This is an optimization exercise on Yosys and OpenROAD, whose aim is small area, a short achievable clock period and few clock cycles, not a production implementation.
In this exercise RTL edits were held to simulation tests only and were not proved equivalent to the original.

[flow/config.mk]
export PLATFORM = sky130hd
export DESIGN_NAME = camera_smooth_approach
export DESIGN_NICKNAME = camera_smooth_approach
export VERILOG_FILES = /design/flow/design.v
export SDC_FILE = /design/flow/constraint.sdc
export NUM_CORES = 4
export LEC_CHECK = 0
export CAP_MARGIN = 20
export CORE_MARGIN = 2
export CORE_UTILIZATION = 40
export SETUP_SLACK_MARGIN = 0.4
export SLEW_MARGIN = 20
[flow/design.v]
package csa_pkg;
	localparam logic [1:0] OP_TICK   = 2'd0;
	localparam logic [1:0] OP_TARGET = 2'd1;
	localparam logic [1:0] OP_EFFECT = 2'd2;
	localparam logic [2:0] REG_MIN_X = 3'd0;
	localparam logic [2:0] REG_MAX_X = 3'd1;
	localparam logic [2:0] REG_MIN_Y = 3'd2;
	localparam logic [2:0] REG_MAX_Y = 3'd3;
	localparam logic [2:0] REG_MIN_Z = 3'd4;
	localparam logic [2:0] REG_MAX_Z = 3'd5;
	localparam int US_BITS  = 20;
	localparam int DEN_BITS = 22;
	localparam logic [31:0] BOUND_LO_RST = 32'h8000_0000;
	localparam logic [31:0] BOUND_HI_RST = 32'h7FFF_FFFF;
	typedef struct packed {
		logic       load;
		logic       div_start;
		logic       div_sel;
		logic       m_load;
		logic       rate_set;
		logic       rate_div;
		logic       mul_en;
		logic [3:0] step;
		logic       clamp;
		logic       snap;
		logic       finish;
		logic       out_load;
	} cmd_t;
	typedef struct packed {
		logic op_tick;
		logic us_zero;
		logic m_zero;
		logic div_done;
	} sts_t;
endpackage
module csa_add #(
	parameter int W = 8
) (
	input  logic [W-1:0] a,
	input  logic [W-1:0] b,
	input  logic         cin,
	output logic [W-1:0] sum,
	output logic         cout
);
	localparam int L = $clog2(W + 1);
	logic [L:0][W:0] g, p;
	assign g[0] = {a & b, cin};
	assign p[0] = {a ^ b, 1'b0};
	for (genvar l = 0; l < L; l++) begin : g_lvl
		for (genvar i = 0; i <= W; i++) begin : g_bit
			if (i >= (1 << l)) begin : g_op
				assign g[l+1][i] = g[l][i] | (p[l][i] & g[l][i - (1 << l)]);
				assign p[l+1][i] = p[l][i] & p[l][i - (1 << l)];
			end else begin : g_pass
				assign g[l+1][i] = g[l][i];
				assign p[l+1][i] = p[l][i];
			end
		end
	end
	assign sum  = p[0][W:1] ^ g[L][W-1:0];
	assign cout = g[L][W];
endmodule
module csa_div4 (
	input  logic [19:0] rem,
	input  logic [19:0] d,
	input  logic [21:0] d3,
	input  logic [3:0]  nb,
	output logic [3:0]  q,
	output logic [19:0] rem_n
);
	logic [2:0][19:0] r;
	assign r[0] = rem;
	for (genvar k = 0; k < 2; k++) begin : g_step
		logic [21:0] trial, e1, e2, e3;
		logic        ge1, ge2, ge3;
		assign trial = {r[k], nb[3-2*k], nb[2-2*k]};
		csa_add #(.W(22)) u_s1 (.a(trial), .b(~{2'b0, d}), .cin(1'b1), .sum(e1), .cout(ge1));
		csa_add #(.W(22)) u_s2 (.a(trial), .b(~{1'b0, d, 1'b0}), .cin(1'b1), .sum(e2), .cout(ge2));
		csa_add #(.W(22)) u_s3 (.a(trial), .b(~d3), .cin(1'b1), .sum(e3), .cout(ge3));
		assign q[3-2*k -: 2] = ge3 ? 2'd3 : ge2 ? 2'd2 : ge1 ? 2'd1 : 2'd0;
		assign r[k+1] = ge3 ? e3[19:0] : ge2 ? e2[19:0] : ge1 ? e1[19:0] : trial[19:0];
	end
	assign rem_n = r[2];
endmodule
import csa_pkg::*;
module camera_smooth_approach #(
	parameter int FRAC_BITS  = 16,
	parameter int COORD_BITS = 32
) (
	input  logic                         clk,
	input  logic                         arst_n,
	input  logic                         cfg_we,
	input  logic [2:0]                   cfg_idx,
	input  logic [31:0]                  cfg_data,
	input  logic                         in_valid,
	output logic                         in_ready,
	input  logic [1:0]                   op,
	input  logic [19:0]                  elapsed_us,
	input  logic signed [COORD_BITS-1:0] pos_x,
	input  logic signed [COORD_BITS-1:0] pos_y,
	input  logic signed [COORD_BITS-1:0] pos_z,
	input  logic signed [COORD_BITS-1:0] end_x,
	input  logic signed [COORD_BITS-1:0] end_y,
	input  logic signed [COORD_BITS-1:0] end_z,
	output logic                         out_valid,
	input  logic                         out_ready,
	output logic signed [COORD_BITS-1:0] cam_x_out,
	output logic signed [COORD_BITS-1:0] cam_y_out,
	output logic signed [COORD_BITS-1:0] cam_z_out,
	output logic                         bounced,
	output logic                         arrived,
	output logic [2:0]                   phase_out
);
	localparam logic [20:0] N_MEGA = 21'd1000000;
	localparam logic [20:0] N_FAST = 21'd163840;
	localparam logic [20:0] N_SLOW = 21'd21845;
	localparam logic [20:0] N_ZERO = 21'd15603;
	localparam logic [1:0] F_IDLE = 2'd0;
	localparam logic [1:0] F_ONE  = 2'd1;
	localparam logic [1:0] F_TWO  = 2'd2;
	logic [2:0][31:0] cam_q, tgt_q, ws_q, we_q, lo_q, hi_q;
	logic [2:0]       ph_q;
	logic       ov_q, pend_q, oth_q, oth1_q;
	logic       res_bnc_q, res_arr_q;
	logic [2:0] res_ph_q;
	logic        a_v;
	logic [2:0]  a_cnt;
	logic [19:0] a_rem, a_d, a_q;
	logic        a_uz, a_big1, a_big3;
	logic [2:0]  a_c2f, a_c2s;
	logic [3:0]  a_nb;
	logic [21:0] a_d3;
	logic        a_acc;
	logic        b_v, b_full, b_spec;
	logic [2:0]  b_cnt;
	logic [1:0]  b_n;
	logic [19:0] b_rem, b_d;
	logic        b_uz, b_big1, b_big3;
	logic [2:0]  b_c2f;
	logic [3:0]  b_nb;
	logic [21:0] b_d3;
	logic [2:0][47:0] hs_q, hc_q;
	logic [2:0][32:0] hg_q;
	logic [3:0]  hp0, hp1;
	logic [1:0]  hn;
	logic        h_first;
	logic [1:0]  f_st;
	logic        f_full, f_lv;
	logic [3:0]  f_last;
	logic        there_q;
	assign out_valid = ov_q;
	assign cam_x_out = cam_q[0];
	assign cam_y_out = cam_q[1];
	assign cam_z_out = cam_q[2];
	assign bounced   = res_bnc_q;
	assign arrived   = res_arr_q;
	assign phase_out = res_ph_q;
	function automatic logic [20:0] nconst(input logic [1:0] n);
		case (n)
			2'd0:    nconst = N_MEGA;
			2'd1:    nconst = N_FAST;
			2'd2:    nconst = N_SLOW;
			default: nconst = N_ZERO;
		endcase
	endfunction
	function automatic logic [3:0] nbits(input logic [1:0] n, input logic [2:0] c);
		logic [23:0] nk;
		nk = {3'd0, nconst(n)};
		case (c)
			3'd1:    nbits = nk[3:0];
			3'd2:    nbits = nk[7:4];
			3'd3:    nbits = nk[11:8];
			3'd4:    nbits = nk[15:12];
			3'd5:    nbits = nk[19:16];
			3'd6:    nbits = nk[23:20];
			default: nbits = 4'd0;
		endcase
	endfunction
	function automatic logic [19:0] rem0(input logic [1:0] n, input logic [2:0] c);
		logic [20:0] nk;
		nk = nconst(n);
		case (c)
			3'd1:    rem0 = 20'(nk >> 4);
			3'd2:    rem0 = 20'(nk >> 8);
			3'd3:    rem0 = 20'(nk >> 12);
			3'd4:    rem0 = 20'(nk >> 16);
			3'd5:    rem0 = 20'(nk >> 20);
			default: rem0 = 20'd0;
		endcase
	endfunction
	function automatic logic [2:0] cyc1(input logic [4:0] b);
		if (b >= 5'd16)      cyc1 = 3'd1;
		else if (b >= 5'd12) cyc1 = 3'd2;
		else if (b >= 5'd8)  cyc1 = 3'd3;
		else if (b >= 5'd4)  cyc1 = 3'd4;
		else                 cyc1 = 3'd5;
	endfunction
	function automatic logic [5:0] cyc2(input logic [4:0] b, input logic [1:0] f);
		case ({b, f})
			7'd0: cyc2 = {3'd2, 3'd2};
			7'd4: cyc2 = {3'd2, 3'd2};
			7'd6: cyc2 = {3'd2, 3'd2};
			7'd8: cyc2 = {3'd2, 3'd2};
			7'd9: cyc2 = {3'd2, 3'd2};
			7'd10: cyc2 = {3'd2, 3'd2};
			7'd11: cyc2 = {3'd2, 3'd2};
			7'd12: cyc2 = {3'd2, 3'd2};
			7'd13: cyc2 = {3'd2, 3'd2};
			7'd14: cyc2 = {3'd2, 3'd2};
			7'd15: cyc2 = {3'd2, 3'd2};
			7'd16: cyc2 = {3'd2, 3'd2};
			7'd17: cyc2 = {3'd2, 3'd2};
			7'd18: cyc2 = {3'd2, 3'd2};
			7'd19: cyc2 = {3'd2, 3'd2};
			7'd20: cyc2 = {3'd2, 3'd2};
			7'd21: cyc2 = {3'd2, 3'd2};
			7'd22: cyc2 = {3'd2, 3'd2};
			7'd23: cyc2 = {3'd2, 3'd2};
			7'd24: cyc2 = {3'd2, 3'd2};
			7'd25: cyc2 = {3'd2, 3'd2};
			7'd26: cyc2 = {3'd2, 3'd2};
			7'd27: cyc2 = {3'd2, 3'd2};
			7'd28: cyc2 = {3'd2, 3'd2};
			7'd29: cyc2 = {3'd2, 3'd2};
			7'd30: cyc2 = {3'd2, 3'd2};
			7'd31: cyc2 = {3'd2, 3'd2};
			7'd32: cyc2 = {3'd2, 3'd2};
			7'd33: cyc2 = {3'd2, 3'd2};
			7'd34: cyc2 = {3'd2, 3'd2};
			7'd35: cyc2 = {3'd2, 3'd2};
			7'd36: cyc2 = {3'd2, 3'd2};
			7'd37: cyc2 = {3'd2, 3'd2};
			7'd38: cyc2 = {3'd2, 3'd2};
			7'd39: cyc2 = {3'd2, 3'd2};
			7'd40: cyc2 = {3'd2, 3'd2};
			7'd41: cyc2 = {3'd2, 3'd2};
			7'd42: cyc2 = {3'd3, 3'd2};
			7'd43: cyc2 = {3'd3, 3'd2};
			7'd44: cyc2 = {3'd3, 3'd2};
			7'd45: cyc2 = {3'd3, 3'd2};
			7'd46: cyc2 = {3'd3, 3'd2};
			7'd47: cyc2 = {3'd3, 3'd2};
			7'd48: cyc2 = {3'd3, 3'd2};
			7'd49: cyc2 = {3'd3, 3'd2};
			7'd50: cyc2 = {3'd3, 3'd2};
			7'd51: cyc2 = {3'd3, 3'd2};
			7'd52: cyc2 = {3'd3, 3'd2};
			7'd53: cyc2 = {3'd3, 3'd3};
			7'd54: cyc2 = {3'd3, 3'd3};
			7'd55: cyc2 = {3'd3, 3'd3};
			7'd56: cyc2 = {3'd3, 3'd3};
			7'd57: cyc2 = {3'd4, 3'd3};
			7'd58: cyc2 = {3'd4, 3'd3};
			7'd59: cyc2 = {3'd4, 3'd3};
			7'd60: cyc2 = {3'd4, 3'd3};
			7'd61: cyc2 = {3'd4, 3'd3};
			7'd62: cyc2 = {3'd4, 3'd3};
			7'd63: cyc2 = {3'd4, 3'd3};
			7'd64: cyc2 = {3'd4, 3'd3};
			7'd65: cyc2 = {3'd4, 3'd3};
			7'd66: cyc2 = {3'd4, 3'd3};
			7'd67: cyc2 = {3'd4, 3'd3};
			7'd68: cyc2 = {3'd4, 3'd3};
			7'd69: cyc2 = {3'd4, 3'd4};
			7'd70: cyc2 = {3'd4, 3'd4};
			7'd71: cyc2 = {3'd4, 3'd4};
			7'd72: cyc2 = {3'd4, 3'd4};
			7'd73: cyc2 = {3'd5, 3'd4};
			7'd74: cyc2 = {3'd5, 3'd4};
			7'd75: cyc2 = {3'd5, 3'd4};
			7'd76: cyc2 = {3'd5, 3'd4};
			7'd77: cyc2 = {3'd5, 3'd4};
			7'd78: cyc2 = {3'd5, 3'd4};
			7'd79: cyc2 = {3'd5, 3'd4};
			default: cyc2 = {3'd6, 3'd5};
		endcase
	endfunction
	function automatic logic [2:0] pn4(input logic [2:0] p, input logic there);
		case (p)
			3'd1:    pn4 = 3'd2;
			3'd2:    pn4 = there ? 3'd3 : 3'd2;
			3'd3:    pn4 = 3'd4;
			3'd4:    pn4 = there ? 3'd0 : 3'd4;
			default: pn4 = 3'd0;
		endcase
	endfunction
	function automatic logic [95:0] csa3(input logic [47:0] x, input logic [47:0] y,
			input logic [47:0] z);
		csa3 = {x ^ y ^ z, ((x & y) | (x & z) | (y & z)) << 1};
	endfunction
	function automatic logic [95:0] hred(input logic [47:0] s, input logic [47:0] c,
			input logic [32:0] g, input logic two, input logic [3:0] qa, input logic [3:0] qb);
		logic [9:0][47:0] r;
		logic [47:0] ge;
		logic [47:0] a0, a1, a2, a3, a4, a5, a6, b0, b1, b2, b3, b4, b5;
		ge = {{15{g[32]}}, g};
		r[0] = two ? (s << 8) : (s << 4);
		r[1] = two ? (c << 8) : (c << 4);
		for (int i = 0; i < 4; i++) begin
			r[2+i] = qa[i] ? (two ? (ge << (4 + i)) : (ge << i)) : 48'd0;
			r[6+i] = (two && qb[i]) ? (ge << i) : 48'd0;
		end
		{a0, a1} = csa3(r[0], r[1], r[2]);
		{a2, a3} = csa3(r[3], r[4], r[5]);
		{a4, a5} = csa3(r[6], r[7], r[8]);
		a6 = r[9];
		{b0, b1} = csa3(a0, a1, a2);
		{b2, b3} = csa3(a3, a4, a5);
		b4 = a6;
		{a0, a1} = csa3(b0, b1, b2);
		{a2, a3} = csa3(a0, a1, b3);
		hred = csa3(a2, a3, b4);
	endfunction
	logic [3:0]  a_qb;
	logic [19:0] a_rem_n;
	csa_div4 u_da (.rem(a_rem), .d(a_d), .d3(a_d3), .nb(a_nb), .q(a_qb), .rem_n(a_rem_n));
	wire [19:0] a_q_n = {a_q[15:0], a_qb};
	logic [21:0] p_us3, a_m3;
	csa_add #(.W(22)) u_us3 (.a({2'b0, elapsed_us}), .b({1'b0, elapsed_us, 1'b0}), .cin(1'b0),
		.sum(p_us3), .cout());
	csa_add #(.W(22)) u_m3 (.a({2'b0, a_q}), .b({1'b0, a_q, 1'b0}), .cin(1'b0), .sum(a_m3), .cout());
	logic [4:0]  pb1;
	logic [2:0]  pc1;
	logic [1:0]  pf2;
	always_comb begin
		pb1 = 5'd0;
		for (int i = 0; i < 20; i++)
			if (elapsed_us[i]) pb1 = 5'(i);
		pc1 = cyc1(pb1);
		pf2 = 2'(({elapsed_us, 2'b00}) >> pb1);
	end
	wire p_uz   = elapsed_us == 20'd0;
	wire p_big1 = elapsed_us > 20'd1000000;
	wire p_big3 = elapsed_us >= 20'd333334;
	logic [3:0]  b_qb;
	logic [19:0] b_rem_n;
	csa_div4 u_db (.rem(b_rem), .d(b_d), .d3(b_d3), .nb(b_nb), .q(b_qb), .rem_n(b_rem_n));
	logic [2:0][31:0] f2_nt;
	logic [2:0][32:0] f2_dif;
	logic [2:0]       mt_c;
	logic [2:0]       f2_ge_lo, f2_ge_hi;
	for (genvar a = 0; a < 3; a++) begin : g_f2
		csa_add #(.W(32)) u_lo (.a({~cam_q[a][31], cam_q[a][30:0]}), .b(~{~lo_q[a][31], lo_q[a][30:0]}),
			.cin(1'b1), .sum(), .cout(f2_ge_lo[a]));
		csa_add #(.W(32)) u_hi (.a({~hi_q[a][31], hi_q[a][30:0]}), .b(~{~cam_q[a][31], cam_q[a][30:0]}),
			.cin(1'b1), .sum(), .cout(f2_ge_hi[a]));
		csa_add #(.W(33)) u_df (.a({f2_nt[a][31], f2_nt[a]}), .b(~{cam_q[a][31], cam_q[a]}),
			.cin(1'b1), .sum(f2_dif[a]), .cout());
	end
	logic [2:0][31:0] cam_f, tgt_f;
	logic [2:0]       p_c;
	logic             match_c, bnc_c;
	always_comb begin
		logic [31:0] nt;
		logic        cl, ch, sn;
		logic [32:0] dif;
		match_c = 1'b1;
		bnc_c   = 1'b0;
		for (int a = 0; a < 3; a++) begin
			case (ph_q)
				3'd1:    nt = ws_q[a];
				3'd3:    nt = we_q[a];
				default: nt = tgt_q[a];
			endcase
			f2_nt[a] = nt;
			cl  = !f2_ge_lo[a];
			ch  = !f2_ge_hi[a];
			dif = f2_dif[a];
			sn  = (dif[32:9] == 24'd0 && dif[8:0] <= 9'd327) ||
			      (dif[32:9] == 24'hFFFFFF && dif[8:0] >= 9'd185);
			if (cl) begin
				cam_f[a] = lo_q[a];
				tgt_f[a] = lo_q[a];
			end else if (ch) begin
				cam_f[a] = hi_q[a];
				tgt_f[a] = hi_q[a];
			end else begin
				cam_f[a] = sn ? nt : cam_q[a];
				tgt_f[a] = nt;
			end
			mt_c[a] = cl | ch | sn;
			match_c = match_c & (cl | ch | sn);
			bnc_c   = bnc_c | cl | ch;
		end
		p_c = match_c ? 3'd0 : pn4(ph_q, there_q);
	end
	wire cam_eq_tgt = cam_q == tgt_q;
	wire f_idle = f_st == F_IDLE;
	wire f_one  = f_st == F_ONE;
	wire f_two  = f_st == F_TWO;
	wire f1_go  = f_one && !(ov_q && !out_ready);
	wire h_cons    = b_v && !b_full && hn != 2'd0 && f_idle;
	wire b_iter    = b_v && b_cnt != 3'd0 && !(hn == 2'd2 && !h_cons);
	wire b_done    = b_v && (b_full || b_cnt == 3'd0 || (b_cnt == 3'd1 && b_iter));
	wire b_to_f    = b_done && !pend_q && (f_idle || (f_two && b_full));
	wire b_take    = !b_v || (b_to_f && f_idle);
	wire hand      = a_v && a_acc && a_cnt == 3'd0 && b_take;
	wire rdy_tick  = a_v && !a_acc;
	wire rdy_oth   = oth_q && !pend_q && !(a_v && a_acc) && !b_v && (f_idle || (f_two && !oth1_q));
	assign in_ready = rdy_tick || rdy_oth;
	wire is_tick  = op == 2'd0;
	wire acc_tick = in_valid && rdy_tick;
	wire acc_oth  = in_valid && rdy_oth;
	wire b_fix = f_two && b_v && b_spec && match_c;
	logic        s_slow, s_full, s_spec;
	logic [1:0]  s_n;
	logic [2:0]  s_c;
	logic [19:0] s_rem, s_d, s_m;
	logic [21:0] s_d3;
	logic        s_uz, s_big1, s_big3;
	logic [2:0]  s_c2f, s_c2s;
	always_comb begin
		logic prev;
		if (b_fix) begin
			s_uz   = b_uz;
			s_big1 = b_big1;
			s_big3 = b_big3;
			s_c2f  = b_c2f;
			s_c2s  = 3'd0;
			s_m    = b_d;
			s_d3   = b_d3;
			s_slow = 1'b0;
			prev   = 1'b0;
		end else begin
			s_uz   = a_uz;
			s_big1 = a_big1;
			s_big3 = a_big3;
			s_c2f  = a_c2f;
			s_c2s  = a_c2s;
			s_m    = a_q;
			s_d3   = a_m3;
			prev   = b_v || f_one;
			if (f_two)
				s_slow = p_c >= 3'd2;
			else if (prev)
				s_slow = pn4(ph_q, cam_eq_tgt) >= 3'd2;
			else
				s_slow = ph_q >= 3'd2;
		end
		s_full = s_big1 || (!s_slow && (s_uz || s_big3));
		s_spec = prev && s_slow && !s_full;
		if (s_slow && s_uz) begin
			s_n   = 2'd3;
			s_c   = 3'd4;
			s_d   = 20'd1;
			s_d3  = 22'd3;
			s_rem = 20'd0;
		end else if (s_slow) begin
			s_n   = 2'd2;
			s_c   = s_c2s;
			s_d   = s_m;
			s_rem = rem0(2'd2, s_c2s);
		end else begin
			s_n   = 2'd1;
			s_c   = s_c2f;
			s_d   = s_m;
			s_rem = rem0(2'd1, s_c2f);
		end
		if (s_full) s_c = 3'd0;
	end
	wire b_setup = hand || b_fix;
	logic [2:0][32:0] g_c;
	logic [2:0][47:0] f1_t0, f1_t1, f1_sum;
	for (genvar a = 0; a < 3; a++) begin : g_ax
		logic [31:0] gt;
		logic [32:0] gp;
		assign gt = a == 0 ? pos_x : a == 1 ? pos_y : pos_z;
		csa_add #(.W(33)) u_g (.a({gt[31], gt}), .b(~{cam_q[a][31], cam_q[a]}), .cin(1'b1), .sum(gp), .cout());
		assign g_c[a] = f_two ? (mt_c[a] ? 33'd0 : f2_dif[a]) : gp;
		csa_add #(.W(48)) u_mv (.a(f1_t0[a]), .b(f1_t1[a]), .cin(1'b0), .sum(f1_sum[a]), .cout());
	end
	logic [2:0][47:0] hs_n, hc_n;
	logic [2:0][31:0] cam_mv;
	always_comb begin
		logic [47:0] s, c, s0, c0, r0, t0, t1, sum;
		logic [32:0] g;
		for (int a = 0; a < 3; a++) begin
			if (f_one) begin
				s0 = hs_q[a];
				c0 = hc_q[a];
				g  = hg_q[a];
			end else begin
				s0 = h_first ? 48'd0 : hs_q[a];
				c0 = h_first ? 48'd0 : hc_q[a];
				g  = hg_q[a];
			end
			{s, c} = hred(s0, c0, g, !f_one && hn == 2'd2, f_one ? f_last : hp0, hp1);
			hs_n[a] = s;
			hc_n[a] = c;
			if (f_one && !f_lv)
				{s, c} = {hs_q[a], hc_q[a]};
			r0  = {cam_q[a], hg_q[a][32] ? 16'hFFFF : 16'h0000};
			t0  = r0 ^ s ^ c;
			t1  = ((r0 & s) | (r0 & c) | (s & c)) << 1;
			f1_t0[a] = t0;
			f1_t1[a] = t1;
			sum = f1_sum[a];
			cam_mv[a] = f_full ? tgt_q[a] : sum[47:16];
		end
	end
	always_ff @(posedge clk or negedge arst_n) begin
		if (!arst_n) begin
			ov_q   <= 1'b0;
			pend_q <= 1'b0;
			oth_q  <= 1'b0;
			oth1_q <= 1'b0;
			a_v    <= 1'b0;
			a_acc  <= 1'b0;
			b_v    <= 1'b0;
			hn     <= 2'd0;
			f_st   <= F_IDLE;
		end else begin
			if (f_two) begin
				ov_q <= 1'b1;
			end else if (pend_q && (!ov_q || out_ready)) begin
				ov_q   <= 1'b1;
				pend_q <= 1'b0;
			end else if (out_ready) begin
				ov_q <= 1'b0;
			end
			if (acc_oth)
				pend_q <= 1'b1;
			oth_q  <= in_valid && !is_tick && !acc_oth;
			oth1_q <= in_valid && op == 2'd1 && !acc_oth;
			if (!a_v || hand) begin
				a_v   <= in_valid && is_tick;
				a_acc <= 1'b0;
			end else if (acc_tick) begin
				a_acc <= 1'b1;
			end else if (!a_acc && !in_valid) begin
				a_v <= 1'b0;
			end
			if (b_setup)
				b_v <= 1'b1;
			else if (b_to_f)
				b_v <= 1'b0;
			if (b_setup || b_to_f)
				hn <= 2'd0;
			else
				hn <= (h_cons ? 2'd0 : hn) + (b_iter ? 2'd1 : 2'd0);
			case (f_st)
				F_ONE:   if (f1_go) f_st <= F_TWO;
				default: f_st <= b_to_f ? F_ONE : F_IDLE;
			endcase
		end
	end
	always_ff @(posedge clk) begin
		if (!a_v || hand) begin
			a_cnt  <= (p_uz || p_big1) ? 3'd0 : pc1;
			a_nb   <= nbits(2'd0, pc1);
			a_rem  <= rem0(2'd0, pc1);
			a_d    <= elapsed_us;
			a_d3   <= p_us3;
			a_q    <= 20'd0;
			a_uz   <= p_uz;
			a_big1 <= p_big1;
			a_big3 <= p_big3;
			{a_c2f, a_c2s} <= cyc2(pb1, pf2);
		end else if (a_cnt != 3'd0) begin
			a_cnt <= a_cnt - 3'd1;
			a_nb  <= nbits(2'd0, a_cnt - 3'd1);
			a_rem <= a_rem_n;
			a_q   <= a_q_n;
		end
		if (b_setup) begin
			b_n    <= s_n;
			b_cnt  <= s_c;
			b_nb   <= nbits(s_n, s_c);
			b_rem  <= s_rem;
			b_d    <= s_d;
			b_d3   <= s_d3;
			b_full <= s_full;
			b_spec <= s_spec;
			b_uz   <= s_uz;
			b_big1 <= s_big1;
			b_big3 <= s_big3;
			b_c2f  <= s_c2f;
		end else begin
			if (b_iter) begin
				b_cnt <= b_cnt - 3'd1;
				b_nb  <= nbits(b_n, b_cnt - 3'd1);
				b_rem <= b_rem_n;
			end
			if (f_two)
				b_spec <= 1'b0;
		end
		if (b_setup || b_to_f)
			h_first <= 1'b1;
		else if (h_cons)
			h_first <= 1'b0;
		if (h_cons) begin
			hs_q <= hs_n;
			hc_q <= hc_n;
		end
		if (h_cons || hn == 2'd0)
			hp0 <= b_qb;
		else if (hn == 2'd1)
			hp1 <= b_qb;
		if (b_to_f) begin
			f_full <= b_full;
			f_lv   <= b_iter;
			f_last <= b_qb;
		end
		if (f_one)
			there_q <= cam_eq_tgt;
		if (f_two) begin
			res_bnc_q <= bnc_c;
			res_arr_q <= match_c;
			res_ph_q  <= p_c;
		end else if (pend_q && (!ov_q || out_ready)) begin
			res_bnc_q <= 1'b0;
			res_arr_q <= cam_eq_tgt;
			res_ph_q  <= ph_q;
		end
		if (acc_oth && op == 2'd2) begin
			ws_q <= {pos_z, pos_y, pos_x};
			we_q <= {end_z, end_y, end_x};
		end
	end
	always_ff @(posedge clk or negedge arst_n) begin
		if (!arst_n) begin
			for (int a = 0; a < 3; a++) begin
				cam_q[a] <= 32'd0;
				tgt_q[a] <= 32'd0;
				lo_q[a]  <= 32'h8000_0000;
				hi_q[a]  <= 32'h7FFF_FFFF;
			end
			ph_q <= 3'd0;
			hg_q <= '0;
		end else begin
			if (f_two || (acc_oth && op == 2'd1))
				hg_q <= g_c;
			if (cfg_we) begin
				case (cfg_idx)
					3'd0: lo_q[0] <= cfg_data;
					3'd1: hi_q[0] <= cfg_data;
					3'd2: lo_q[1] <= cfg_data;
					3'd3: hi_q[1] <= cfg_data;
					3'd4: lo_q[2] <= cfg_data;
					3'd5: hi_q[2] <= cfg_data;
					default: ;
				endcase
			end
			if (f1_go)
				cam_q <= cam_mv;
			if (f_two) begin
				cam_q <= cam_f;
				tgt_q <= tgt_f;
				ph_q  <= p_c;
			end
			if (acc_oth) begin
				if (op == 2'd1) begin
					tgt_q <= {pos_z, pos_y, pos_x};
					ph_q  <= 3'd0;
				end else if (op == 2'd2) begin
					ph_q <= 3'd1;
				end
			end
		end
	end
endmodule
[flow/run.sh]
#!/bin/bash
# synth_recipe.tcl (not shown) runs the flow's synth.tcl, then flattens the netlist and writes it again
# the make line also repeats each setting of config.mk as NAME=value (left out here)
make -C /OpenROAD-flow-scripts/flow DESIGN_CONFIG=/design/flow/config.mk WORK_HOME=/design/flow/orfs CLKGATE_MAP_FILE= SYNTH_SCRIPT=/design/flow/synth_recipe.tcl finish
[flow/constraint.sdc]
create_clock -name core_clock -period 9.0 [get_ports {clk}]
set_input_delay 1.8000 -clock core_clock [delete_from_list [all_inputs] [get_ports {clk}]]
set_output_delay 1.8000 -clock core_clock [all_outputs]
set_load 0.01 [all_outputs]
==> summary.md, run 1 <==
| Metric | Value |
|---|---|
| Status | failed layout checks |
| SO Faults | negative setup slack |
| Worst-margin pin slew | approximately 1.3 ns |
| Largest net degree at the start of global routing | 163 |
| Global placement routability congestion | 1.00 |
| Max clock buf depth | 4 |
| Worst setup margin | -0.0380 ns |
| Syn Inst Count | 13900 |
| Detail Placement HPWL | 381000 um |
| Crit path from | f_st[1] |
| Critical path capture point | cam_q[62] |
| Global-route wire length before repair | 706000 um |
| Yosys top cell area share | 0.181 |
| Iter 0 DRT Violations | 11700 |
| Clk root buf | clkbuf_16 |
| Mapped Area | 122000 um^2 |
| Boundary pin count | 357 |
| Clk latency of the worst-skew pair | roughly 0.88 ns |
| HP Class | register to register |
| Clock sinks | 1163 |
| RSZ-0062 raised after global routing | yes |
| Initial antenna violation count | 51 |
| Dominant cell by count in the synthesized netlist | nand2_1 |
| Most common cell on crit path | fa_1 |
| Detailed-route wire length | 480000 um |
| Async SR Flop Fraction | 0.427 |
| Max-cap violations | 0 |
| Vias | 106000 |
| R2R setup slack | -0.04 ns |
| Routed WL per cell | around 26 um |
| Core area | 303000 um^2 |
| Chip height | 557 um |
| Clock slew at reported path FFs | 0.06 ns |
| Slew Limit Fails | 0 |
| Cts bufs inserted | about 150 |
| Fin util | 0.461 |
| Avg Cell Area, Syn | 8.76 um^2 |
| Area grow syn2layout | 14.4% |
| Seq cells post-synth | between 1000 and 1500 |
| Terminus of the critical flop-to-flop path | cam_q[62] |
| FMAX | 0.111 GHz |
| Top cells by area, synth | fa_1 (18%), edfxtp_1 (16%), ha_1 (9.3%) |
| Syn Nets | 16200 |
| Starting Density | 0.403 |
| Clk_skew | between 0.07 and 0.08 ns |
| Rel. slew slack | 0.139 |
| Vias in the first global route | 103000 |
| Total congestion overflow | 0 |
| Max Fanout on Critical Path | 5 |
| Router iterations before antenna repair | 6 |
| Unique masters post-synth | 107 |
| Hold Path Stages | 0 |
| Critical Path RT | 9.73 ns |
| Vias per cell | between 5 and 6 |
| CP max stage delay | 0.55 ns |
| Worst setup SP type | register |
| Die area | roughly 310000 um^2 |
| Register area share after synthesis | 0.265 |
| Crit Path Class | register to register |
| TritonCTS clock tree | built |
| CP Data Arrival Time | 9.77 ns |
| Layout fillers | 29600 |
| Final net count | 16700 |
| Row cnt | 202 |
| H-tree depth | 4 |
| Overall global routing resource usage | 0.307 |
| Setup WS pre-CTS | -0.881 ns |
| Yosys top cell by area | fa_1 |
| Syn. warnings | 1 |
| Synth top cells by count | nand2_1 (2739), inv_1 (1298), fa_1 (1103) |
| Detail Route Antenna Nets | 0 |
| Share of layout cells above drive strength 1 | 0.0925 |
| Post-synth EDFFs | 645 |
| Worst path slowest cell | fa_1 |
| Post-route DRC | 0 |
| Worst Reg-to-Reg Cells | 42 |
| CP Capture Type | register |
| FF-to-FF Start | f_st[1] |
| Die Width | 557 um |
| Final Hold Viols | 0 |
| Setup Viol. Count Final | 1 |
| Top FF cell, synth | edfxtp_1 |
| Tcrit/Tclk final | 1.00 |
| Hold buffers post-CTS | 0 |
| PortBufs | 356 |
| Fin crit period | 9.04 ns |
-- layout make-up --
class,count,area (um^2),area share
antenna,10,25.0,0.000179
clock buffer,194,4240,0.0303
clock inverter,74,736,0.00526
inverter,1304,4910,0.0351
multi-input combinational,10800,83400,0.597
sequential,1163,32400,0.231
tap,3978,4980,0.0356
timing repair buffer,972,9120,0.0652
-- layer usage --
layer / share of wire / track usage / up-vias
met4: 0.047 / 0.120 / 14
met5: 0.00018 / 0 / -
met2: 0.42 / 0.456 / 4652
met1: 0.43 / 0.433 / 52400
li1: - / - / 48600
met3: 0.096 / 0.0657 / 750
-- metrics by stage --
stage | instance area [um^2] | hold slack, ns | TNS [ns] | std cells
after CTS | 139000 | 0.503 | 0 | 18500
after global placement | 133000 | 0.483 | -12.34 | 18200
after global routing | 140000 | 0.519 | -1.59 | 18500
final | 140000 | 0.498 | -0.0380 | 18500
after floorplan | 122000 | 0.451 | 0 | 13900
after detailed placement | 133000 | 0.479 | -11.18 | 18200
-- how the worst min path moves through the flow --
stage                     slack [ns]  startpoint  endpoint
after floorplan                 0.45      b_full    f_full
after global placement          0.48      b_full    f_full
after detailed placement        0.48      b_full    f_full
after CTS                       0.50      b_full    f_full
after global routing            0.52      b_full    f_full
final                           0.50      b_full    f_full
-- layout by cell type (no fill, tap or decap), drive strengths merged, types with 87 or more instances in the layout --
cell type,netlist,layout
nor2b,111,111
o21ai,812,812
a21oi,855,855
inv,1300,1315
xor2,182,182
nand4,87,87
o211ai,123,123
edfxtp,645,645
and2,88,88
nand2b,111,111
mux2,152,152
clkdlybuf4s50,0,354
a31oi,94,94
mux2i,254,254
fa,1103,1103
o21a,184,184
dfrtp,401,401
ha,911,911
nor3,197,197
nand3,196,196
a211oi,112,112
a21o,174,174
nand2,2740,2741
clkbuf,580,196
dfstp,96,96
and3,464,464
buf,54,611
nor2,789,789
xnor2,316,316
-- kinds of logic after synthesis --
group | synth area share
compound gates | 0.146
buf+inv | 0.0599
flops | 0.265
fa+ha+maj | 0.274
mux | 0.0356
simple gates | 0.183
xor+xnor | 0.0357
-- state kept, by name, indices dropped and copies added, names as in the netlist, 4 cells and up --
register  cells
a_d          19
b_d          19
hp1           4
ws_q         96
hs_q        144
a_d3         22
b_rem        20
hg_q         99
we_q         96
f_last        4
b_d3         22
hp0           4
cam_q        96
lo_q         96
a_rem        20
hi_q         96
tgt_q        96
hc_q        135
a_q          20
b_nb          4
-- worst max-delay path, delay by kind of cell, from the launching register on --
| family | cells | cell delay, ns |
|---|---|---|
| AND/OR/NAND/NOR | 6 | 0.87 |
| XOR/XNOR | 1 | 0.13 |
| AO/OA/AOI/OAI | 14 | 2.71 |
| adder cells (fa/ha/maj) | 7 | 3.15 |
| multiplexers | 1 | 0.19 |
| buffers and inverters | 13 | 1.53 |
| flip-flops | 1 | 0.35 |
-- repair_timing --
item,CTS,global route
gates resized for setup,104,91
gates cloned,10,2
pin swaps,43,53
endpoints found under the setup margin,49,87
setup buffers,27,31
Testbench counts, summed over its fixed seeds: cycles 5,360.
==> run 2, diff against run 1 <==
--- a/flow/design.v
+++ b/flow/design.v
@@ -339,12 +339,15 @@
 	logic [2:0][32:0] f2_dif;
 	logic [2:0]       mt_c;
 	logic [2:0]       f2_ge_lo, f2_ge_hi;
+	logic [2:0][31:0] cam_c_q, cv;
+	logic [2:0]       cam_ci;
 	for (genvar a = 0; a < 3; a++) begin : g_f2
-		csa_add #(.W(32)) u_lo (.a({~cam_q[a][31], cam_q[a][30:0]}), .b(~{~lo_q[a][31], lo_q[a][30:0]}),
+		csa_add #(.W(32)) u_cv (.a(cam_q[a]), .b(cam_c_q[a]), .cin(cam_ci[a]), .sum(cv[a]), .cout());
+		csa_add #(.W(32)) u_lo (.a({~cv[a][31], cv[a][30:0]}), .b(~{~lo_q[a][31], lo_q[a][30:0]}),
 			.cin(1'b1), .sum(), .cout(f2_ge_lo[a]));
-		csa_add #(.W(32)) u_hi (.a({~hi_q[a][31], hi_q[a][30:0]}), .b(~{~cam_q[a][31], cam_q[a][30:0]}),
+		csa_add #(.W(32)) u_hi (.a({~hi_q[a][31], hi_q[a][30:0]}), .b(~{~cv[a][31], cv[a][30:0]}),
 			.cin(1'b1), .sum(), .cout(f2_ge_hi[a]));
-		csa_add #(.W(33)) u_df (.a({f2_nt[a][31], f2_nt[a]}), .b(~{cam_q[a][31], cam_q[a]}),
+		csa_add #(.W(33)) u_df (.a({f2_nt[a][31], f2_nt[a]}), .b(~{cv[a][31], cv[a]}),
 			.cin(1'b1), .sum(f2_dif[a]), .cout());
 	end
 	logic [2:0][31:0] cam_f, tgt_f;
@@ -375,7 +378,7 @@
 				cam_f[a] = hi_q[a];
 				tgt_f[a] = hi_q[a];
 			end else begin
-				cam_f[a] = sn ? nt : cam_q[a];
+				cam_f[a] = sn ? nt : cv[a];
 				tgt_f[a] = nt;
 			end
 			mt_c[a] = cl | ch | sn;
@@ -460,17 +463,19 @@
 	end
 	wire b_setup = hand || b_fix;
 	logic [2:0][32:0] g_c;
-	logic [2:0][47:0] f1_t0, f1_t1, f1_sum;
+	logic [2:0][47:0] f1_t0, f1_t1;
+	logic [2:0]       f1_c16;
 	for (genvar a = 0; a < 3; a++) begin : g_ax
 		logic [31:0] gt;
 		logic [32:0] gp;
 		assign gt = a == 0 ? pos_x : a == 1 ? pos_y : pos_z;
 		csa_add #(.W(33)) u_g (.a({gt[31], gt}), .b(~{cam_q[a][31], cam_q[a]}), .cin(1'b1), .sum(gp), .cout());
 		assign g_c[a] = f_two ? (mt_c[a] ? 33'd0 : f2_dif[a]) : gp;
-		csa_add #(.W(48)) u_mv (.a(f1_t0[a]), .b(f1_t1[a]), .cin(1'b0), .sum(f1_sum[a]), .cout());
+		csa_add #(.W(16)) u_mv (.a(f1_t0[a][15:0]), .b(f1_t1[a][15:0]), .cin(1'b0), .sum(), .cout(f1_c16[a]));
 	end
 	logic [2:0][47:0] hs_n, hc_n;
-	logic [2:0][31:0] cam_mv;
+	logic [2:0][31:0] cam_mv, cam_mc;
+	logic [2:0]       cam_mi;
 	always_comb begin
 		logic [47:0] s, c, s0, c0, r0, t0, t1, sum;
 		logic [32:0] g;
@@ -494,8 +499,9 @@
 			t1  = ((r0 & s) | (r0 & c) | (s & c)) << 1;
 			f1_t0[a] = t0;
 			f1_t1[a] = t1;
-			sum = f1_sum[a];
-			cam_mv[a] = f_full ? tgt_q[a] : sum[47:16];
+			cam_mv[a] = f_full ? tgt_q[a] : t0[47:16];
+			cam_mc[a] = f_full ? 32'd0 : t1[47:16];
+			cam_mi[a] = !f_full && f1_c16[a];
 		end
 	end
 	always_ff @(posedge clk or negedge arst_n) begin
@@ -603,6 +609,10 @@
 		end
 		if (f_one)
 			there_q <= cam_eq_tgt;
+		if (f1_go) begin
+			cam_c_q <= cam_mc;
+			cam_ci  <= cam_mi;
+		end
 		if (f_two) begin
 			res_bnc_q <= bnc_c;
 			res_arr_q <= match_c;
--- a/flow/config.mk
+++ b/flow/config.mk
@@ -8,5 +8,5 @@
 export CAP_MARGIN = 20
 export CORE_MARGIN = 2
 export CORE_UTILIZATION = 40
-export SETUP_SLACK_MARGIN = 0.4
+export SETUP_SLACK_MARGIN = 1.5
 export SLEW_MARGIN = 20
==> summary.md, run 2 <==
| Metric | Value |
|---|---|
| Most frequent cells in the layout | nand2_1 (1789), inv_1 (1437), fa_1 (1102) (was nand2_1 (2707), inv_1 (1290), fa_1 (1096)) |
| Biggest regs | hs_q x144, hc_q x135, hg_q x99 (unchanged) |
| Top cells by area, synth | edfxtp_1 (18%), fa_1 (18%), ha_1 (8.9%) (was fa_1 (18%), edfxtp_1 (16%), ha_1 (9.3%)) |
| Crit path from | a_d3[0] (was f_st[1]) |
| Global-route wire length before repair | 711000 um (was 706000 um) |
| Placement Cell Area | 135000 um^2 (was 133000 um^2) |
| Layout fillers | 29800 (was 29600) |
| Detail Placement HPWL | 376000 um (was 381000 um) |
| Max clock buf depth | 4 (unchanged) |
| Clk latency of the worst-skew pair | 0.90 ns (was 0.88 ns) |
| Row cnt | 206 (was 202) |
| Worst-margin pin slew | 1.24 ns (was 1.28 ns) |
| Vias in the first global route | 104000 (was 103000) |
| Avg Cell Area, Syn | 9.06 um^2 (was 8.76 um^2) |
| Critical path capture point | a_rem[19] (was cam_q[62]) |
| Clk root buf | clkbuf_16 (unchanged) |
| Slew Limit Fails | 0 (unchanged) |
| Commonest non-fill, non-tap cell in the layout | nand2_1 (unchanged) |
| CP max stage delay | 0.41 ns (was 0.55 ns) |
| Hold buffers post-CTS | 0 (unchanged) |
| Most common cell on crit path | o21a_1 (was fa_1) |
| CP Capture Type | register (unchanged) |
| Status | complete, no violations (was failed layout checks) |
| Hold WS | 0.514 ns (was 0.498 ns) |
| Detail Route Antenna Nets | 0 (unchanged) |
| Post-synth EDFFs | 744 (was 645) |
| Clock sinks | 1262 (was 1163) |
| Clock slew at reported path FFs | 0.07 ns (was 0.06 ns) |
| Post-Route Setup TNS | 0 ns (was -0.0380 ns) |
| PortBufs | 356 (unchanged) |
| H-tree depth | 4 (unchanged) |
| Dpl cells | 18000 (was 18200) |
| Post-route design area | 148000 um^2 (was 140000 um^2) |
| Starting Density | 0.401 (was 0.403) |
| FF-to-FF Start | a_d3[0] (was f_st[1]) |
| CP Data Arrival Time | 8.35 ns (was 9.77 ns) |
| Syn Inst Count | 13900 (about the same) |
| Die area | 320000 um^2 (was 310000 um^2) |
| Detailed-route wire length | 494000 um (was 480000 um) |
| Dominant cell by count in the synthesized netlist | nand2_1 (unchanged) |
| HP Class | register to register (unchanged) |
| Register area share after synthesis | 0.280 (was 0.265) |
| Setup Viol. Count Final | 0 (was 1) |
| Die Width | 565 um (was 557 um) |
| Worst Reg-to-Reg Cells | 43 (was 42) |
| Clk_skew | 0.0730 ns (was 0.0713 ns) |
| Terminus of the critical flop-to-flop path | a_rem[19] (was cam_q[62]) |
| Yosys top cell area share | 0.177 (was 0.181) |
| Final Hold Viols | 0 (unchanged) |
| Cts bufs inserted | 165 (was 153) |
| Tcrit/Tclk final | 0.862 (was 1.00) |
| Critical Path RT | 9.59 ns (was 9.73 ns) |
| TritonCTS clock tree | built (unchanged) |
| Post-route DRC | 0 (unchanged) |
| Yosys top cell by area | edfxtp_1 (was fa_1) |
| Crit Path Class | register to register (unchanged) |
| FMAX | 0.129 GHz (was 0.111 GHz) |
| Total congestion overflow | 0 (unchanged) |
| Core area | 314000 um^2 (was 303000 um^2) |
| Largest register FFs | 144 (unchanged) |
| Vias | 109000 (was 106000) |
| Top FF cell, synth | edfxtp_1 (unchanged) |
| Top reg by flops | hs_q (unchanged) |
| Chip height | 565 um (was 557 um) |
| Syn. warnings | 1 (unchanged) |
| Overall global routing resource usage | 0.300 (was 0.307) |
| Worst path slowest cell | edfxtp_1 (was fa_1) |
| Rel. slew slack | 0.171 (was 0.139) |
| Global placement routability congestion | 0.994 (was 1.00) |
| RSZ-0062 raised after global routing | yes (unchanged) |
| Initial antenna violation count | 40 (was 51) |
| Max-cap violations | 0 (unchanged) |
| Final net count | 16600 (was 16700) |
| Vias per cell | 5.85 (was 5.74) |
| Area grow syn2layout | 17.6% (was 14.4%) |
| Iter 0 DRT Violations | 12700 (was 11700) |
| Router iterations before antenna repair | 9 (was 6) |
| Final Non-Filler Cells | 18700 (was 18500) |
| Worst setup SP type | register (unchanged) |
| Fin crit period | 7.76 ns (was 9.04 ns) |
| Seq cells post-synth | 1262 (was 1163) |
| R2R setup slack | 1.24 ns (was -0.04 ns) |
| Share of layout cells above drive strength 1 | 0.130 (was 0.0925) |
| Routed WL per cell | 26.4 um (was 25.9 um) |
| Async SR Flop Fraction | 0.394 (was 0.427) |
| Max Fanout on Critical Path | 3 (was 5) |
| Mapped Area | 126000 um^2 (was 122000 um^2) |
| Boundary pin count | 357 (unchanged) |
| Synth top cells by count | nand2_1 (1804), inv_1 (1464), fa_1 (1106) (was nand2_1 (2739), inv_1 (1298), fa_1 (1103)) |
| Unique masters post-synth | 106 (was 107) |
| Syn Nets | 16200 (about the same) |
| Largest net degree at the start of global routing | 164 (was 163) |
[run 2: changes by cell type after synthesis, sizes merged, moves of 38 or more]
cell / delta
o22ai: +58
a22oi: +101
nor2: +268
inv: +166
a21oi: +92
a21boi: +57
mux2: +76
and3: -62
a211oi: +45
a222oi: +51
a22o: +40
nand2: -936
edfxtp: +99
o21ai: +38
[run 2: metal layers]
metal	GRT usage	wire length, um	up-vias
met5	0	501	-
met4	0.148	28300	34
met3	0.0620	49900	842
li1	-	-	49100
met1	0.424	208000	54100
met2	0.435	208000	5252
[run 2: how the worst min path moves through the flow]
stage | from | to | depth (start not counted)
finish | a_q[2] | a_q[6] | 2
global route | hi_q[95] | hi_q[95] | 1
CTS | hi_q[95] | hi_q[95] | 1
detailed placement | a_q[2] | a_q[6] | 2
global placement | hi_q[95] | hi_q[95] | 1
floorplan | b_full | f_full | 0
[run 2: cell families after synthesis]
| family | count (synthesis) | share of synthesized area |
|---|---|---|
| simple gates | 4322 | 0.155 |
| buf+inv | 2118 | 0.0633 |
| mux | 499 | 0.0421 |
| xor+xnor | 483 | 0.0336 |
| compound gates | 3222 | 0.160 |
| flops | 1262 | 0.280 |
| fa+ha+maj | 2008 | 0.265 |
[run 2: repair_timing]
action | CTS | global route
cloned | 13 | 24
buffers inserted | 196 | 126
pin swaps | 214 | 297
resized for setup | 452 | 591
endpoints found under the setup margin | 343 | 395
[run 2: critical path: cells and delay by family, from the launching register on]
family	cells	cell delay [ns]
buffers and inverters	10	0.98
AO/OA/AOI/OAI	27	5.33
flip-flops	1	0.41
AND/OR/NAND/NOR	3	0.24
adder cells (fa/ha/maj)	2	0.40
XOR/XNOR	1	0.05
[run 2: final cells by class]
cell class | count | area (um^2) | share of cell area
flip-flops and latches | 1262 | 35300 | 0.238
well taps | 4160 | 5200 | 0.0351
diodes | 23 | 57.6 | 0.000388
inverters | 1467 | 5540 | 0.0374
clock buffers | 221 | 4720 | 0.0319
repair buffers | 943 | 9510 | 0.0642
multi-input cells | 10500 | 86900 | 0.586
clock inverters | 82 | 977 | 0.00659
[run 2: metrics by stage]
| step | worst slack [ns] | utilization |
|---|---|---|
| after floorplan | 1.50 | - |
| after global placement | -0.0493 | 0.429 |
| after detailed placement | 0.0215 | 0.429 |
| after CTS | 1.31 | 0.459 |
| after global routing | 0.959 | 0.472 |
| final | 1.24 | 0.472 |
Testbench counts of run 2, summed over its fixed seeds: cycles 5,360.
==> run 3, diff against run 2 <==
--- a/flow/design.v
+++ b/flow/design.v
@@ -120,7 +120,11 @@
 	localparam logic [1:0] F_TWO  = 2'd2;
 	logic [2:0][31:0] cam_q, tgt_q, ws_q, we_q, lo_q, hi_q;
 	logic [2:0]       ph_q;
-	logic       ov_q, pend_q, oth_q, oth1_q;
+	logic       ov_q, pend_q, oth_q;
+	logic             nt_v;
+	logic [1:0]       nt_op;
+	logic [2:0][31:0] nt_p, nt_e;
+	logic             b_old, f_old;    
 	logic       res_bnc_q, res_arr_q;
 	logic [2:0] res_ph_q;
 	logic        a_v;
@@ -392,18 +396,19 @@
 	wire f_one  = f_st == F_ONE;
 	wire f_two  = f_st == F_TWO;
 	wire f1_go  = f_one && !(ov_q && !out_ready);
-	wire h_cons    = b_v && !b_full && hn != 2'd0 && f_idle;
+	wire h_cons    = b_v && !b_full && hn != 2'd0 && f_idle && !(nt_v && !b_old);
 	wire b_iter    = b_v && b_cnt != 3'd0 && !(hn == 2'd2 && !h_cons);
 	wire b_done    = b_v && (b_full || b_cnt == 3'd0 || (b_cnt == 3'd1 && b_iter));
-	wire b_to_f    = b_done && !pend_q && (f_idle || (f_two && b_full));
+	wire b_to_f    = b_done && !pend_q && !(nt_v && !b_old) && (f_idle || (f_two && b_full));
 	wire b_take    = !b_v || (b_to_f && f_idle);
 	wire hand      = a_v && a_acc && a_cnt == 3'd0 && b_take;
 	wire rdy_tick  = a_v && !a_acc;
-	wire rdy_oth   = oth_q && !pend_q && !(a_v && a_acc) && !b_v && (f_idle || (f_two && !oth1_q));
+	wire rdy_oth   = oth_q && !pend_q && !nt_v && !(a_v && a_acc);
 	assign in_ready = rdy_tick || rdy_oth;
 	wire is_tick  = op == 2'd0;
 	wire acc_tick = in_valid && rdy_tick;
 	wire acc_oth  = in_valid && rdy_oth;
+	wire apply    = nt_v && !(b_v && b_old) && (f_idle || (f_two && nt_op != 2'd1));
 	wire b_fix = f_two && b_v && b_spec && match_c;
 	logic        s_slow, s_full, s_spec;
 	logic [1:0]  s_n;
@@ -433,7 +438,10 @@
 			s_m    = a_q;
 			s_d3   = a_m3;
 			prev   = b_v || f_one;
-			if (f_two)
+			if (nt_v && nt_op != 2'd3) begin
+				s_slow = 1'b0;
+				prev   = 1'b0;
+			end else if (f_two)
 				s_slow = p_c >= 3'd2;
 			else if (prev)
 				s_slow = pn4(ph_q, cam_eq_tgt) >= 3'd2;
@@ -468,7 +476,7 @@
 	for (genvar a = 0; a < 3; a++) begin : g_ax
 		logic [31:0] gt;
 		logic [32:0] gp;
-		assign gt = a == 0 ? pos_x : a == 1 ? pos_y : pos_z;
+		assign gt = nt_p[a];
 		csa_add #(.W(33)) u_g (.a({gt[31], gt}), .b(~{cam_q[a][31], cam_q[a]}), .cin(1'b1), .sum(gp), .cout());
 		assign g_c[a] = f_two ? (mt_c[a] ? 33'd0 : f2_dif[a]) : gp;
 		csa_add #(.W(16)) u_mv (.a(f1_t0[a][15:0]), .b(f1_t1[a][15:0]), .cin(1'b0), .sum(), .cout(f1_c16[a]));
@@ -509,7 +517,9 @@
 			ov_q   <= 1'b0;
 			pend_q <= 1'b0;
 			oth_q  <= 1'b0;
-			oth1_q <= 1'b0;
+			nt_v   <= 1'b0;
+			b_old  <= 1'b0;
+			f_old  <= 1'b0;
 			a_v    <= 1'b0;
 			a_acc  <= 1'b0;
 			b_v    <= 1'b0;
@@ -524,10 +534,25 @@
 			end else if (out_ready) begin
 				ov_q <= 1'b0;
 			end
-			if (acc_oth)
+			if (apply)
 				pend_q <= 1'b1;
+			if (acc_oth)
+				nt_v <= 1'b1;
+			else if (apply)
+				nt_v <= 1'b0;
+			if (b_to_f)
+				f_old <= acc_oth || b_old;
+			else if (f_two)
+				f_old <= 1'b0;
+			else if (acc_oth)
+				f_old <= !f_idle;
+			if (b_setup && !b_fix)
+				b_old <= 1'b0;
+			else if (acc_oth)
+				b_old <= b_v && !b_to_f;
+			else if (b_to_f)
+				b_old <= 1'b0;
 			oth_q  <= in_valid && !is_tick && !acc_oth;
-			oth1_q <= in_valid && op == 2'd1 && !acc_oth;
 			if (!a_v || hand) begin
 				a_v   <= in_valid && is_tick;
 				a_acc <= 1'b0;
@@ -622,9 +647,14 @@
 			res_arr_q <= cam_eq_tgt;
 			res_ph_q  <= ph_q;
 		end
-		if (acc_oth && op == 2'd2) begin
-			ws_q <= {pos_z, pos_y, pos_x};
-			we_q <= {end_z, end_y, end_x};
+		if (acc_oth) begin
+			nt_op <= op;
+			nt_p  <= {pos_z, pos_y, pos_x};
+			nt_e  <= {end_z, end_y, end_x};
+		end
+		if (apply && nt_op == 2'd2) begin
+			ws_q <= nt_p;
+			we_q <= nt_e;
 		end
 	end
 	always_ff @(posedge clk or negedge arst_n) begin
@@ -638,7 +668,7 @@
 			ph_q <= 3'd0;
 			hg_q <= '0;
 		end else begin
-			if (f_two || (acc_oth && op == 2'd1))
+			if (f_two || (apply && nt_op == 2'd1))
 				hg_q <= g_c;
 			if (cfg_we) begin
 				case (cfg_idx)
@@ -658,11 +688,11 @@
 				tgt_q <= tgt_f;
 				ph_q  <= p_c;
 			end
-			if (acc_oth) begin
-				if (op == 2'd1) begin
-					tgt_q <= {pos_z, pos_y, pos_x};
+			if (apply) begin
+				if (nt_op == 2'd1) begin
+					tgt_q <= nt_p;
 					ph_q  <= 3'd0;
-				end else if (op == 2'd2) begin
+				end else if (nt_op == 2'd2) begin
 					ph_q <= 3'd1;
 				end
 			end
==> summary.md, run 3 <==
| Metric | Value |
|---|---|
| Detail Route Antenna Nets | 0 (unchanged) |
| CP top delay family | compound AO/OA/AOI/OAI gates (unchanged) |
| Unique masters post-synth | 124 (was 106) |
| FF-to-FF Start | cam_q[37] (was a_d3[0]) |
| Overall global routing resource usage | 0.300 (about the same) |
| Max clock buf depth | 4 (unchanged) |
| Hold WS | 0.415 ns (was 0.514 ns) |
| Dominant cell by count in the synthesized netlist | nand2_1 (unchanged) |
| Buffers and inverters on the worst path | 4 (was 10) |
| Detailed-route wire length | 512000 um (was 494000 um) |
| Post-route design area | 153000 um^2 (was 148000 um^2) |
| Critical Path RT | 9.58 ns (was 9.59 ns) |
| Initial antenna violation count | 41 (was 40) |
| Crit. path cell count | 36 (was 43) |
| Largest net degree at the start of global routing | 170 (was 164) |
| Register area share after synthesis | 0.313 (was 0.280) |
| Post-synth EDFFs | 938 (was 744) |
| Top cells by area, synth | edfxtp_1 (21%), fa_1 (17%), ha_1 (8.5%) (was edfxtp_1 (18%), fa_1 (18%), ha_1 (8.9%)) |
| Post-Route Setup TNS | 0 ns (unchanged) |
| Clk latency of the worst-skew pair | 0.91 ns (was 0.90 ns) |
| Fin util | 0.467 (was 0.472) |
| Syn Inst Count | 14000 (was 13900) |
| Core area | 327000 um^2 (was 314000 um^2) |
| Fin crit period | 8.02 ns (was 7.76 ns) |
| Vias in the first global route | 108000 (was 104000) |
| Cts bufs inserted | 181 (was 165) |
| Die area | 334000 um^2 (was 320000 um^2) |
| Post-route DRC | 0 (unchanged) |
| Row cnt | 210 (was 206) |
| Most frequent cells in the layout | nand2_1 (1771), inv_1 (1456), fa_1 (1104) (was nand2_1 (1789), inv_1 (1437), fa_1 (1102)) |
| Hold Path Stages | 0 (was 2) |
| Clock slew at reported path FFs | 0.06 ns (was 0.07 ns) |
| Routed WL per cell | 26.9 um (was 26.4 um) |
| Global placement routability congestion | 1.00 (was 0.994) |
| Hold path endpoint | we_q[88] (was a_q[6]) |
| Boundary pin count | 357 (unchanged) |
| Area grow syn2layout | 16.0% (was 17.6%) |
| Slew Limit Fails | 0 (unchanged) |
| Worst path slowest cell | or4_4 (was edfxtp_1) |
| Status | complete, no violations (unchanged) |
| Final Non-Filler Cells | 19000 (was 18700) |
| Yosys top cell by area | edfxtp_1 (unchanged) |
| Seq cells post-synth | 1457 (was 1262) |
| Total congestion overflow | 0 (unchanged) |
| Setup Viol. Count Final | 0 (unchanged) |
| Worst-margin pin slew | 1.22 ns (was 1.24 ns) |
| Worst setup SP type | register (unchanged) |
| Tcrit/Tclk final | 0.891 (was 0.862) |
| Terminus of the critical flop-to-flop path | b_nb[2] (was a_rem[19]) |
| RSZ-0062 raised after global routing | yes (unchanged) |
| Clk_skew | 0.0718 ns (was 0.0730 ns) |
| Biggest regs | hs_q x144, hc_q x135, hg_q x99 (unchanged) |
| Worst setup margin | 0.982 ns (was 1.24 ns) |
| Yosys top cell area share | 0.214 (was 0.177) |
| PortBufs | 356 (unchanged) |
| Largest register FFs | 144 (unchanged) |
| Global-route wire length before repair | 741000 um (was 711000 um) |
| Final net count | 16800 (was 16600) |
| Share of layout cells above drive strength 1 | 0.117 (was 0.130) |
| Die Width | 578 um (was 565 um) |
| Router iterations before antenna repair | 8 (was 9) |
| Synth top cells by count | nand2_1 (1788), inv_1 (1470), fa_1 (1106) (was nand2_1 (1804), inv_1 (1464), fa_1 (1106)) |
| Dpl cells | 18400 (was 18000) |
| Starting Density | 0.402 (was 0.401) |
| Avg Cell Area, Syn | 9.39 um^2 (was 9.06 um^2) |
| Worst Reg-to-Reg Cells | 36 (was 43) |
| Chip height | 578 um (was 565 um) |
| Worst Hold Launch | nt_e[88] (was a_q[2]) |
| CP max stage delay | 0.58 ns (was 0.41 ns) |
| Crit Path Class | register to register (unchanged) |
| Mapped Area | 132000 um^2 (was 126000 um^2) |
| H-tree depth | 4 (unchanged) |
| TritonCTS clock tree | built (unchanged) |
| Top reg by flops | hs_q (unchanged) |
| Async SR Flop Fraction | 0.342 (was 0.394) |
| Syn. warnings | 1 (unchanged) |
| Max Fanout on Critical Path | 6 (was 3) |
| Crit path from | cam_q[37] (was a_d3[0]) |
| Vias | 111000 (was 109000) |
| Top FF cell, synth | edfxtp_1 (unchanged) |
| CP Capture Type | register (unchanged) |
| Rel. slew slack | 0.180 (was 0.171) |
| Max-cap violations | 0 (unchanged) |
| Commonest non-fill, non-tap cell in the layout | nand2_1 (unchanged) |
| Final Hold Viols | 0 (unchanged) |
| Vias per cell | 5.84 (was 5.85) |
| Clock sinks | 1457 (was 1262) |
| R2R setup slack | 0.98 ns (was 1.24 ns) |
| Setup WS pre-CTS | 0.0791 ns (was 0.0215 ns) |
| Hold buffers post-CTS | 0 (unchanged) |
| Multi-input logic area | 85400 um^2 (was 86900 um^2) |
| Clk root buf | clkbuf_16 (unchanged) |
| Layout fillers | 31200 (was 29800) |
| Iter 0 DRT Violations | 12000 (was 12700) |
| CP Data Arrival Time | 8.60 ns (was 8.35 ns) |
| Reg area | 41200 um^2 (was 35300 um^2) |
| Detail Placement HPWL | 394000 um (was 376000 um) |
| HP Class | register to register (unchanged) |
| FMAX | 0.125 GHz (was 0.129 GHz) |
| Placement Cell Area | 141000 um^2 (was 135000 um^2) |
| Syn Nets | 16300 (was 16200) |
## run 3: changes by cell type in the layout (fill, tap and decap cells not counted), moves of 62 or more
cell / change
edfxtp_1: +194
a21oi_1: -98
a221oi_1: +62
or3_1: +68
nor2_1: -81
o21ai_0: +166
## run 3: cell type report
type,instances,area share
diodes,17,0.000278
clock buffers,232,0.0320
clock inverters,103,0.00803
inverters,1475,0.0365
multi-input cells,10500,0.559
flip-flops and latches,1457,0.270
well taps,4346,0.0356
repair buffers,939,0.0589
## run 3: kinds of logic after synthesis
group / share of synthesized area
AOI/OAI and AO/OA: 0.159
xor gates and xnor gates: 0.0308
adders and majority gates: 0.254
buffers and inverters: 0.0605
DFF: 0.313
muxes: 0.0347
and+or+nand+nor: 0.149
## run 3: how the worst max path moves through the flow
stage | end | slack, ns
6_report | b_nb[2] | 0.98
5_1_grt | b_nb[2] | 0.72
4_1_cts | b_nb[1] | 1.04
3_5_place_dp | b_d3[20] | 0.08
3_3_place_gp | b_d3[20] | 0.15
2_1_floorplan | b_nb[2] | 1.51
## run 3: layer usage
layer  global-route usage  up-vias  wire, um
li1                     -    49800         -
met1                0.412    55400    214000
met2                0.457     4994    223000
met3               0.0520      971     43700
met4                0.153       10     31200
met5                    0        -       124
## run 3: timing repair
| item | 4_1_cts | 5_1_grt |
|---|---|---|
| cloned | 14 | 10 |
| buffers inserted | 156 | 115 |
| setup endpoints to repair | 317 | 351 |
| gates resized for setup | 397 | 319 |
| pin swaps | 170 | 282 |
Testbench counts of run 3, summed over its fixed seeds: cycles 5,019.
==> run 4, diff against run 3 <==
--- a/flow/config.mk
+++ b/flow/config.mk
@@ -7,6 +7,6 @@
 export LEC_CHECK = 0
 export CAP_MARGIN = 20
 export CORE_MARGIN = 2
-export CORE_UTILIZATION = 40
+export CORE_UTILIZATION = 55
 export SETUP_SLACK_MARGIN = 1.5
 export SLEW_MARGIN = 20
==> summary.md, run 4 <==
| Metric | Value |
|---|---|
| Boundary pin count | 357 (unchanged) |
| H-tree depth | 4 (unchanged) |
| Final Hold Viols | 0 (unchanged) |
| Biggest regs | hs_q x144, hc_q x135, hg_q x99 (unchanged) |
| Synth Area in Simple Gates | 0.149 (unchanged) |
| Max clock buf depth | 3 (was 4) |
| Router iterations before antenna repair | 8 (unchanged) |
| Top cells by area, synth | edfxtp_1 (21%), fa_1 (17%), ha_1 (8.5%) (unchanged) |
| Syn Nets | 16300 (unchanged) |
| Global placement routability congestion | 1.06 (was 1.00) |
| Vias | 116000 (was 111000) |
| Global-route wire length before repair | 766000 um (was 741000 um) |
| CP Data Arrival Time | 8.70 ns (was 8.60 ns) |
| Worst Reg-to-Reg Cells | 40 (was 36) |
| Max-cap violations | 0 (unchanged) |
| Clock sinks | 1457 (unchanged) |
| Top reg by flops | hs_q (unchanged) |
| Hold Path Stages | 0 (unchanged) |
| Clk root buf | clkbuf_16 (unchanged) |
| Clk_skew | 0.0677 ns (was 0.0718 ns) |
| Crit. path cell count | 40 (was 36) |
| Detail Route Antenna Nets | 0 (unchanged) |
| Core area | 238000 um^2 (was 327000 um^2) |
| Worst setup margin | 0.939 ns (was 0.982 ns) |
| Die Width | 493 um (was 578 um) |
| Placement Cell Area | 140000 um^2 (was 141000 um^2) |
| Initial antenna violation count | 39 (was 41) |
| Compound-gate portion of the synthesized area | 0.159 (unchanged) |
| Syn Inst Count | 14000 (unchanged) |
| Vias per cell | 6.48 (was 5.84) |
| Mapped Area | 132000 um^2 (unchanged) |
| Setup Viol. Count Final | 0 (unchanged) |
| Row cnt | 179 (was 210) |
| Starting Density | 0.553 (was 0.402) |
| Layout fillers | 19500 (was 31200) |
| Yosys top cell by area | edfxtp_1 (unchanged) |
| Avg Cell Area, Syn | 9.39 um^2 (unchanged) |
| Dominant cell by count in the synthesized netlist | nand2_1 (unchanged) |
| FMAX | 0.124 GHz (was 0.125 GHz) |
| Status | complete, no violations (unchanged) |
| Total congestion overflow | 0 (unchanged) |
| CP max stage delay | 0.45 ns (was 0.58 ns) |
| Share of layout cells above drive strength 1 | 0.134 (was 0.117) |
| Most common cell on crit path | o21a_1 |
| Largest net degree at the start of global routing | 148 (was 170) |
| PortBufs | 356 (unchanged) |
| Slew Limit Fails | 0 (unchanged) |
| Crit Path Class | register to register (unchanged) |
| Commonest non-fill, non-tap cell in the layout | nand2_1 (unchanged) |
-- run 4: cell counts after synthesis --
No cell type changed its count.
-- run 4: timing repair --
action | CTS | global route
resized for setup | 352 | 679
cloned | 9 | 18
setup endpoints to repair | 373 | 403
hold buffers | 0 | 0
pin swaps | 148 | 309
buffers inserted | 158 | 143
-- run 4: area by class of cell --
class	count	share of cell area
Multi-Input combinational cell	10500	0.563
Sequential cell	1457	0.269
Timing Repair Buffer	1033	0.0660
Inverter	1475	0.0365
Clock buffer	225	0.0316
Tap cell	3167	0.0258
Clock inverter	100	0.00800
Antenna cell	29	0.000473
Timing Repair inverter	1	0.000106
-- run 4: path summary, 6_finish.rpt --
check | start | endpoint | slack (ns)
worst max-delay path | a_d3[0] | a_rem[2] | 0.94
worst min-delay path | nt_e[81] | we_q[81] | 0.41
worst max register to register | a_d3[0] | a_rem[2] | 0.94
worst min register to register | nt_e[81] | we_q[81] | 0.41
max in group asynchronous | arst_n | f_st[0] | 5.92
min in group asynchronous | arst_n | hg_q[26] | 0.95
-- run 4: worst reg2reg max path, delay by kind of cell (launching register included) --
family | cells | cell delay (ns)
simple gates | 3 | 0.33
flops | 1 | 0.40
fa+ha+maj | 2 | 0.41
compound gates | 29 | 5.72
buf+inv | 5 | 0.71
mux | 1 | 0.24
-- run 4: per-layer routing --
layer | routed length [um] | up-vias | global-route usage
met1 | 206000 | 57600 | 0.578
met4 | 36600 | 16 | 0.235
li1 | - | 49900 | -
met2 | 220000 | 7515 | 0.607
met3 | 72900 | 1359 | 0.143
met5 | 124 | - | 0
-- run 4: cell families after synthesis --
family,after synthesis
buffers and inverters,2109
multiplexers,429
XOR/XNOR,460
flip-flops,1457
AND/OR/NAND/NOR,4272
adder cells (fa/ha/maj),2006
AO/OA/AOI/OAI,3296
-- run 4: per-stage QoR --
step,TNS (ns)
floorplan,0
global placement,0
detailed placement,-1.18
CTS,0
global route,0
finish,0

port drivers added, routing unchanged:
Ports are ideal in the flow. The routed layouts listed here were re-timed in OpenROAD.
Step 1 sets driving cells, clkbuf_16 on the clock port and buf_2 on the other inputs (assumed; they add their load-dependent delay and slew).
Step 2 also shifts input and output timing later by t, the mid clock arrival at the registers, as if the neighbouring blocks saw the same clock.
Three values: no drivers, after step 1, after step 2; two values: the first two.
run	shift t [ns]	slack for setup (ns)	latest minus earliest clock arrival (ns)	cell pins on the clock port's net
run 1	0.943	-0.038 / -0.038 / -0.038	0.076 / 0.075	1
run 2	0.964	1.239 / 1.239 / 1.103	0.075 / 0.075	1
run 3	0.985	0.982 / 0.982 / 0.982	0.072 / 0.072	1
run 4	0.969	0.939 / 0.939 / 0.939	0.068 / 0.068	1
The setup slack of run 2, which loses most, moves by 0.000 ns with the drivers and by -0.136 ns with both steps.
